Source: an optimization exercise on an open RTL-to-GDS flow (aim: small area). Production flows keep margins and buffers that such runs may drop.
No activity file was given, so power comes from the tool's default toggle rates.

## JK
==> flow/design.v (excerpt) <==
module disparity_filtering_system (
    input  logic                   clk,
    input  logic                   arst_n,
    input  logic [BLK_SIZE-1:0]    xors_in,
    input  logic [CONF_BITS-1:0]   confidence,
    input  logic [COORD_BITS-1:0]  min_coords,
    input  logic                   xors_valid,
    output logic [OUT_BITS-1:0]    disparity,     
    output logic                   disparity_valid,
    output logic                   overrun
);
    function automatic logic [1:0] fa(input logic a, input logic b, input logic c);
        fa = 2'(a) + 2'(b) + 2'(c);
    endfunction
    function automatic logic maj16(input logic [15:0] x);
        logic [1:0] f1, f2, f3, f4, f5, f6, f7, f8, f9, f10, f11;
        f1  = fa(x[0], x[1], x[2]);
        f2  = fa(x[3], x[4], x[5]);
        f3  = fa(x[6], x[7], x[8]);
        f4  = fa(x[9], x[10], x[11]);
        f5  = fa(x[12], x[13], x[14]);
        f6  = fa(f1[0], f2[0], f3[0]);
        f7  = fa(f4[0], f5[0], f6[0]);
        f8  = fa(f1[1], f2[1], f3[1]);
        f9  = fa(f4[1], f5[1], f6[1]);
        f10 = fa(f8[0], f9[0], f7[1]);
        f11 = fa(f8[1], f9[1], f10[1]);
        maj16 = f11[1] & (f11[0] | f10[0] | f7[0] | x[15]);
    endfunction
    function automatic logic [10:0] radd(input logic [9:0] a, input logic [9:0] b);
        logic cy;
        cy = 1'b0;
        for (int i = 0; i < 10; i++)
            {cy, radd[i]} = fa(a[i], b[i], cy);
        radd[10] = cy;
    endfunction
    function automatic logic [7:0] wgt(input logic [1:0] m, input logic [7:0] c);
        case (m)
            2'b00:   wgt = c;
            2'b11:   wgt = 8'd0;
            default: wgt = {1'b0, c[7:1]};
        endcase
    endfunction
    function automatic logic [7:0] div3(input logic [9:0] x);
        logic [1:0] r;
        logic [2:0] t;
        logic [9:0] q;
  ...
For scale: about 1,000 cells after synthesis, ~300 I/O pins.
Settings: LEC_CHECK=0, ABC_AREA=1, CAP_MARGIN=5, CORE_MARGIN=2, CORE_UTILIZATION=65, CTS_BUF_LIST=sky130_fd_sc_hd__clkbuf_8, GPL_TIMING_DRIVEN=0, SLEW_MARGIN=5; clock period 9.0 ns.
standard.sh (not shown) runs the stock make flow with config.mk's settings and CLKGATE_MAP_FILE= SYNTH_SCRIPT=/design/flow/synth_recipe.tcl, a recipe that flattens the netlist after the stock synthesis.
==> flow/flow/run.sh <==
#!/bin/bash
# The standard layout with three changes, none of them touching a register:
#  - port buffers are the smallest plain buffer (buffer_ports -buffer_cell buf_1);
#  - after the standard synthesis, inverters left around full-adder cells are removed
#    (flow/invopt.py);
#  - the gates between registers and adder cells are mapped again by ABC for area
#    (flow/remap.abc), with the adder cells and flip-flops kept as they are.
# Each rewritten netlist is used only if Yosys proves it equivalent to the standard
# synthesis's netlist. Each tool's output goes to a log file of its own in this folder.
set -euo pipefail
export BUFFER_PORTS_ARGS="-buffer_cell sky130_fd_sc_hd__buf_1"
R=orfs/results/${FLOW_PLATFORM}/disparity_filtering_system/base
O=orfs/objects/${FLOW_PLATFORM}/disparity_filtering_system/base
L=orfs/logs/${FLOW_PLATFORM}/disparity_filtering_system/base
LIB=$(ls ${FLOW_HOME}/platforms/${FLOW_PLATFORM}/lib/*tt_025C_1v80.lib | head -1)

bash standard.sh synth > synth.log 2>&1
cp $R/1_2_yosys.v synth_orig.v
sed "s/^module ${FLOW_TOP}(/module gold(/" synth_orig.v > eq_gold.v

# proves $1 equivalent to the standard netlist; log in $2
prove() {
    sed -E -e "s/^module ${FLOW_TOP}\(/module gate(/" -e 's/\b(_[0-9]+_|_invopt_[c0-9]+_)/x\1/g' "$1" > eq_gate.v
    cat > eq.ys <<EOS
read_liberty -ignore_miss_func $LIB
read_verilog eq_gold.v
read_verilog eq_gate.v
hierarchy -check
flatten
proc
opt_clean
async2sync
dffunmap
equiv_make gold gate eq
hierarchy -top eq
equiv_simple -seq 2
equiv_induct -seq 2
equiv_status -assert
EOS
    yosys -s eq.ys > "$2" 2>&1
}

use=synth_orig.v
if python3 flow/invopt.py synth_orig.v synth_inv.v > invopt.log 2>&1; then
    DONT_USE=$(grep -o -- "-dont_use [A-Za-z0-9_]*" $L/1_2_yosys.log | sort -u | tr '\n' ' ')
    cat > remap.ys <<EOS
read_liberty -ignore_miss_func $LIB
read_verilog synth_inv.v
hierarchy -top ${FLOW_TOP}
setattr -mod -set keep_hierarchy 1 sky130_fd_sc_hd__fa_* sky130_fd_sc_hd__ha_* sky130_fd_sc_hd__df* sky130_fd_sc_hd__edf*
flatten
opt_clean
select -module ${FLOW_TOP}
abc -script $(pwd)/flow/remap.abc -liberty $LIB ${DONT_USE} -constr $O/abc.constr
select -clear
opt_clean -purge
hilomap -singleton -hicell sky130_fd_sc_hd__conb_1 HI -locell sky130_fd_sc_hd__conb_1 LO
splitnets
opt_clean -purge
select ${FLOW_TOP}
write_verilog -noattr -noexpr -nohex -nodec -selected synth_remap.v
EOS
    if yosys -s remap.ys > remap.log 2>&1 && ! grep -q "^\s*assign" synth_remap.v && prove synth_remap.v equiv_remap.log; then
        use=synth_remap.v
    elif prove synth_inv.v equiv_inv.log; then
        use=synth_inv.v
    fi
fi
echo "netlist used: $use" >> invopt.log
if [[ $use != synth_orig.v ]]; then
    cp $use $R/1_2_yosys.v
    rm -f $R/1_synth.odb $R/1_synth.sdc
fi

bash standard.sh > standard.log 2>&1
Other scripts of this flow, unchanged in this note and not shown: flow/flow/invopt.py, flow/flow/remap.abc
### JK -> MS
--- a/flow/design.v
+++ b/flow/design.v
@@ -178,57 +178,54 @@
         w2 <= w1;
         w3 <= w2;
         if (orun && (obpar ? (ocnt == 4'd3) : (ocnt == 4'd2))) begin
             oc <= obpar ? c1 : c0;
             od <= obpar ? d1 : d0;
         end
     end
     logic [7:0] w6, w7, w8, w9;
     logic [8:0] s78;
     logic [9:0] dd7, dd8, x7, x8;
     logic       ge;
     logic [4:0] dl;
-    logic [7:0] hc;
+    logic [7:0] w7x;
     logic [4:0] hd;
     logic       ge_q;
-    assign hc  = ofirst ? oc : c0;
     assign hd  = ofirst ? od : d0;
-    logic [4:0] dl_q;
-    always_ff @(posedge clk) begin
+    always_ff @(posedge clk)
         ge_q <= ge;
-        dl_q <= dl;
-    end
-    assign w6  = wgt(hp[1:0], hc);
-    assign w7  = wgt(hp[3:2], hc);
+    assign w6  = wgt(hp[1:0], oc);
+    assign w7  = wgt(hp[3:2], oc);
+    assign w7x = ofirst ? w7 : wgt(hp[3:2], c0);
     assign w8  = wgt(m1[1:0], c1);
     assign w9  = wgt(m1[3:2], c1);
     assign s78 = 9'(radd(10'(w7), 10'(w8)));
     assign dd7 = 10'(radd(10'(w6), 10'(s78)));
     assign dd8 = 10'(radd(10'(s78), 10'(w9)));
     always_comb begin
         logic [5:0] df;
         logic [4:0] t;
         logic       cy;
         cy = 1'b1;
         for (int i = 0; i < 5; i++)
             {cy, df[i]} = fa(d1[i], !hd[i], cy);
         df[5] = cy;
-        ge = (d1 >= hd);            
+        ge = df[5];
         t  = df[4:0] ^ {5{!ge}};
         cy = !ge;
         for (int i = 0; i < 5; i++)
             {cy, dl[i]} = fa(t[i], 1'b0, cy);
     end
     assign x7  = 10'(w8);
-    assign x8  = 10'(w7);
+    assign x8  = 10'(w7x);
     logic [3:0] mcnt;
     logic [9:0] ac7, ac8;
     logic [7:0] nq7, nq8;
     always_ff @(posedge clk) begin
         if (acc1)
             mcnt <= '0;
         else
             mcnt <= mcnt + 1'b1;
     end
     function automatic logic [17:0] mdstep(input logic [3:0] m, input logic [9:0] a,
                                            input logic [7:0] n, input logic [9:0] x,
                                            input logic [9:0] d, input logic [4:0] mb);
@@ -287,26 +284,26 @@
             opb = dj ? {1'b0, x} : 11'd0;
         end
         cy = div;
         for (int i = 0; i < 11; i++)
             {cy, sum[i]} = fa(opa[i], opb[i], cy);
         sum[11] = cy;
         if (div)
             mdstep8 = {(sum[11] ? sum[9:0] : {a[8:0], n[7]}), n[6:0], sum[11]};
         else
             mdstep8 = {sum[10:1], sum[0], (first ? 7'd0 : n[7:1])};
     endfunction
     always_ff @(posedge clk) begin
-        {ac7, nq7} <= mdstep(mcnt, ac7, nq7, x7, dd7, {dl_q[4:2], dl[1:0]});
-        {ac8, nq8} <= mdstep8(mcnt, ac8, nq8, x8, dd8, {dl_q[4:1], dl[0]});
+        {ac7, nq7} <= mdstep(mcnt, ac7, nq7, x7, dd7, dl);
+        {ac8, nq8} <= mdstep8(mcnt, ac8, nq8, x8, dd8, dl);
     end
     logic       p7, p8, lmask, rmask;
     logic [9:0] sc, val;
     logic [7:0] qx, nqs;
     logic [9:0] sc_q;
     logic       xwin_q, xsel_q;
     assign p7    = orun && obpar && (ocnt == 4'd2);
     assign p8    = orun && obpar && (ocnt == 4'd3);
     assign lmask = orun && !obpar && (ocnt == 4'd3);
     assign rmask = t10;
     always_comb begin
         logic [1:0] zl, zc, zr, f1, f2, f3;
### Flow results
- | worst hold slack | MS vs JK | better |
- MS has ratio of final minimum period to clock period above what JK had.
- Against JK, relative max-transition margin in MS came out worse.
- Looking at switching power across both flows, MS is the weaker of the two, with JK ahead.
- Diff JK -> MS: remaining routing DRC violations closely matched the old numbers, power moved up.
- MS: done, clean on timing, DRC and antenna
- Looking at aggregate routed wire length across MS and JK, the one that comes out higher is MS.
- Per the comparison of MS with JK, non-clock buffer count shows an increase of about 3.3%, clock skew neither gained nor lost much, total number of multi-input combinational cells saw little to no change.
Function was not checked in any run of this note: the RTL went through the layout flow alone.

==> what the ideal ports hide <==
No port has a modelled driver above. Below, the same layouts with a new extraction and two added sets of constraints.
Step 1 (the two cells are an assumption about what drives the block):
set clk [get_ports {clk}]
set_driving_cell -lib_cell sky130_fd_sc_hd__clkbuf_16 $clk
set_driving_cell -lib_cell sky130_fd_sc_hd__buf_2 [delete_from_list [all_inputs] $clk]
Step 2 times the ports against the registers' clock, not the clock port: input delays grow and output delays shrink by t, the midpoint of the rising clock arrivals with the driver on.
Three values: ideal ports, drivers, drivers and shift; two values: the first two.
run	t, ns	slack for setup (ns)	worst slew at a driven data input, ns	cell pins on the clock port's net
JK	0.516	0.482 / 0.482 / 0.482	0.08	1
MS	0.498	0.126 / 0.126 / 0.126	0.10	1
After both steps every run listed still meets setup and hold.
